What follows belongs to an exercise in optimizing a design on an open flow for small area; a production flow would make more cautious choices.
The RTL was checked by simulation tests, not by an equivalence proof against the original design.
Power is estimated from default activity; no workload was simulated.

== 10-06 ==
Design color_tracker_top, start of the top module:
module color_tracker_top (
   input  logic       clk_camera,
   input  logic       sys_rst_camera,
   input  logic [7:0] camera_d_i,
   input  logic       cam_pclk_i,
   input  logic       cam_hsync_i,
   input  logic       cam_vsync_i,
   output logic [8:0] centroid_x_o,
   output logic [7:0] centroid_y_o,
   output logic       centroid_valid_o,
   output logic       uart_txd_o
);
   wire rst = sys_rst_camera;
   logic [7:0] d0;
   logic       p0, p1, h0, h1, v0;
   logic       phase;
   logic [7:0] hi;
   logic [8:0] col;
   logic [7:0] row;
   logic       pix_d, hit_d;
   always_ff @(posedge clk_camera) begin
      d0 <= camera_d_i;
      p0 <= cam_pclk_i;
      p1 <= p0;
      h0 <= cam_hsync_i;
      h1 <= h0;
      v0 <= cam_vsync_i;
   end
   logic       e_phase;
   logic       rise, fall, take, pix;
   logic [8:0] col_inc;
   logic [7:0] row_inc;
   always_comb begin
      e_phase = phase & ~rst;
      rise    = p0 & ~(p1 & ~rst);
      fall    = ~h0 & h1 & ~rst;
      take    = ~v0 & ~fall & rise & h0;
      pix     = take & e_phase;
   end
   trk_inc #(9) u_colinc (.a(col), .ci(pix_d), .s(col_inc), .co());
   trk_inc #(8) u_rowinc (.a(row), .ci(1'b1), .s(row_inc), .co());
   always_ff @(posedge clk_camera) begin
      if (v0 || rst) begin
  ...
Settings: LEC_CHECK=0, CAP_MARGIN=20, CORE_MARGIN=2, CORE_UTILIZATION=40, CTS_BUF_LIST=sky130_fd_sc_hd__clkbuf_8, CTS_CLUSTER_DIAMETER=100, CTS_CLUSTER_SIZE=17, PLACE_DENSITY=0.6, SLEW_MARGIN=20; clock period 6.0 ns.
standard.sh (not shown) runs the stock make flow with config.mk's settings and CLKGATE_MAP_FILE= SYNTH_SCRIPT=/design/flow/synth_recipe.tcl, a recipe that flattens the netlist after the stock synthesis.
==> flow/flow/run.sh <==
#!/bin/bash
# Standard synthesis and layout, with two layout options changed:
#  - port buffers use the smallest buffer cell,
#  - the clock tree is built without dummy loads,

set -uo pipefail
bash standard.sh finish \
  "BUFFER_PORTS_ARGS=-buffer_cell sky130_fd_sc_hd__buf_1" \
  "CTS_ARGS=-sink_clustering_enable -repair_clock_nets -sink_clustering_size 17 -sink_clustering_max_diameter 100 -buf_list sky130_fd_sc_hd__clkbuf_8 -dont_use_dummy_load" \
  > standard.log 2>&1
#### Input delta (01-08 over 10-06)
- CTS_CLUSTER_DIAMETER: 100 -> 80
- CTS_CLUSTER_SIZE: 17 -> 14
==> flow/flow/run.sh <==
#!/bin/bash
# Standard synthesis and layout, with two layout options changed:
#  - port buffers use the smallest buffer cell,
#  - the clock tree is built without dummy loads,

set -uo pipefail
bash standard.sh finish \
  "BUFFER_PORTS_ARGS=-buffer_cell sky130_fd_sc_hd__buf_1" \
  "CTS_ARGS=-sink_clustering_enable -repair_clock_nets -sink_clustering_size 14 -sink_clustering_max_diameter 80 -buf_list sky130_fd_sc_hd__clkbuf_8 -dont_use_dummy_load" \
  > standard.log 2>&1
Findings:
Compared with 10-06, in 01-08 maximum operating frequency saw an increase; met2 routing resource usage after global routing closely matched the old numbers; global-route wire length before repair essentially unchanged.
Fraction of standard cell area in multi-input logic across 10-06 and 01-08: no real change.
The run with more setup slack is 01-08; 10-06 has less.


color_tracker_top, a different RTL version from the one above (not shown whole).
For scale: roughly 950 cells after synthesis, ~210 flip-flops, ~32 I/O pins, ~10000 µm² of cells after synthesis.
==> flow/config.mk <==
export PLATFORM = sky130hd
export DESIGN_NAME = color_tracker_top
export DESIGN_NICKNAME = color_tracker_top
export VERILOG_FILES = /design/flow/design.v
export SDC_FILE = /design/flow/constraint.sdc
export NUM_CORES = 4
export LEC_CHECK = 0
export CAP_MARGIN = 20
export CORE_MARGIN = 2
export CORE_UTILIZATION = 40
export CTS_BUF_LIST = sky130_fd_sc_hd__clkbuf_2
export CTS_CLUSTER_DIAMETER = 40
export CTS_CLUSTER_SIZE = 5
export PLACE_DENSITY = 0.6
export SLEW_MARGIN = 20
==> flow/constraint.sdc <==
create_clock -name core_clock -period 6.0 [get_ports {clk_camera}]
set_input_delay 1.2000 -clock core_clock [delete_from_list [all_inputs] [get_ports {clk_camera}]]
set_output_delay 1.2000 -clock core_clock [all_outputs]
set_load 0.01 [all_outputs]
==> flow/flow/run.sh <==
#!/bin/bash
# Standard synthesis and layout, with two layout options changed:
#  - port buffers use the smallest buffer cell,
#  - the clock tree is built without dummy loads,

set -uo pipefail
bash standard.sh finish \
  "BUFFER_PORTS_ARGS=-buffer_cell sky130_fd_sc_hd__buf_1" \
  "CTS_ARGS=-sink_clustering_enable -repair_clock_nets -sink_clustering_size 5 -sink_clustering_max_diameter 40 -buf_list sky130_fd_sc_hd__clkbuf_2 -dont_use_dummy_load" \
  > standard.log 2>&1
The first run finished with timing, DRC and antenna clean.
Rerun with:
--- a/flow/flow/run.sh
+++ b/flow/flow/run.sh
@@ -9 +9 @@
-  "CTS_ARGS=-sink_clustering_enable -repair_clock_nets -sink_clustering_size 5 -sink_clustering_max_diameter 40 -buf_list sky130_fd_sc_hd__clkbuf_2 -dont_use_dummy_load" \
+  "CTS_ARGS=-sink_clustering_enable -repair_clock_nets -sink_clustering_size 10 -sink_clustering_max_diameter 70 -buf_list sky130_fd_sc_hd__clkbuf_4 -dont_use_dummy_load" \
CORE_UTILIZATION = 65   (was 40)
CTS_BUF_LIST = sky130_fd_sc_hd__clkbuf_4   (was sky130_fd_sc_hd__clkbuf_2)
CTS_CLUSTER_DIAMETER = 70   (was 40)
CTS_CLUSTER_SIZE = 10   (was 5)
PLACE_DENSITY = 0.75   (was 0.6)
After rerunning:
- routed wire length shrinks slightly
- count of clock-buffer cells in the layout shrinks by 26
- non-clock buffer count shrinks by 3
- clock power shrinks by roughly a tenth
Rerun with:
CORE_UTILIZATION = 40   (was 65)
PLACE_DENSITY = 0.6   (was 0.75)
Effect: Worst setup slack gets worse by 51 ps. Worst hold slack stays flat. Final area rose by about 2%. Via count fell by about 3.3%. Routed wire length is about the same. Sequential share of layout area fell by 0.82 points. Utilization fell by 26 points. Cell count rose by 13%. Clock-buffer cell count rose by 1. Die area rose by 60%.
Rerun with:
GPL_ROUTABILITY_DRIVEN = 0   (was not set)
GPL_TIMING_DRIVEN = 0   (was not set)
- design area went up by 1.2%
- clock power went up by about 1%
- worst setup slack gets worse by 250 ps
- area after synthesis stays the same
- critical path depth went up by 3
Rerun with:
--- a/flow/flow/run.sh
+++ b/flow/flow/run.sh
@@ -9 +9 @@
-  "CTS_ARGS=-sink_clustering_enable -repair_clock_nets -sink_clustering_size 10 -sink_clustering_max_diameter 70 -buf_list sky130_fd_sc_hd__clkbuf_4 -dont_use_dummy_load" \
+  "CTS_ARGS=-sink_clustering_enable -repair_clock_nets -sink_clustering_size 8 -sink_clustering_max_diameter 60 -buf_list sky130_fd_sc_hd__clkbuf_4 -dont_use_dummy_load" \
CTS_CLUSTER_DIAMETER = 60   (was 70)
CTS_CLUSTER_SIZE = 8   (was 10)
GPL_ROUTABILITY_DRIVEN = not set   (was 0)
GPL_TIMING_DRIVEN = not set   (was 0)
Synthesized area stays the same.
Routed wire length goes down by about 5%.
Final area goes down by 0.81%.
Global-route usage came out lower by 0.84 points.
Worst setup slack gets better by 220 ps.
Total power grows by about 0.46%.

-- what the ideal ports hide --
In the flow no input, the clock included, has a driving cell. The finished layouts below were timed again as built, in two steps.
Step 1 sets driving cells, clkbuf_16 on the clock port and buf_2 on the other inputs (assumed; they add their load-dependent delay and slew).
Step 2 also shifts input and output timing later by t, the mid clock arrival at the registers, as if the neighbouring blocks saw the same clock.
a / b / c = ideal / step 1 / step 2; a / b = the first two.
| run | t, ns | slack for setup (ns) | slew at the worst register clock pin (ns) | pins driven straight from the clock port |
|---|---|---|---|---|
| 10-06 | 0.536 | 0.672 / 0.672 / 0.672 | 0.11 / 0.11 | 1 |
| 01-08 | 0.547 | 0.696 / 0.696 / 0.696 | 0.10 / 0.10 | 1 |
| the first run of note 2 | 0.793 | 0.728 / 0.728 / 0.728 | 0.11 / 0.11 | 1 |
| the second run of note 2 | 0.687 | 0.820 / 0.820 / 0.820 | 0.12 / 0.12 | 1 |
| the third run of note 2 | 0.667 | 0.769 / 0.769 / 0.769 | 0.12 / 0.12 | 1 |
| the fourth run of note 2 | 0.670 | 0.517 / 0.517 / 0.517 | 0.12 / 0.12 | 1 |
| the fifth run of note 2 | 0.677 | 0.740 / 0.740 / 0.740 | 0.10 / 0.10 | 1 |
After both steps setup and hold are still met in every run listed.
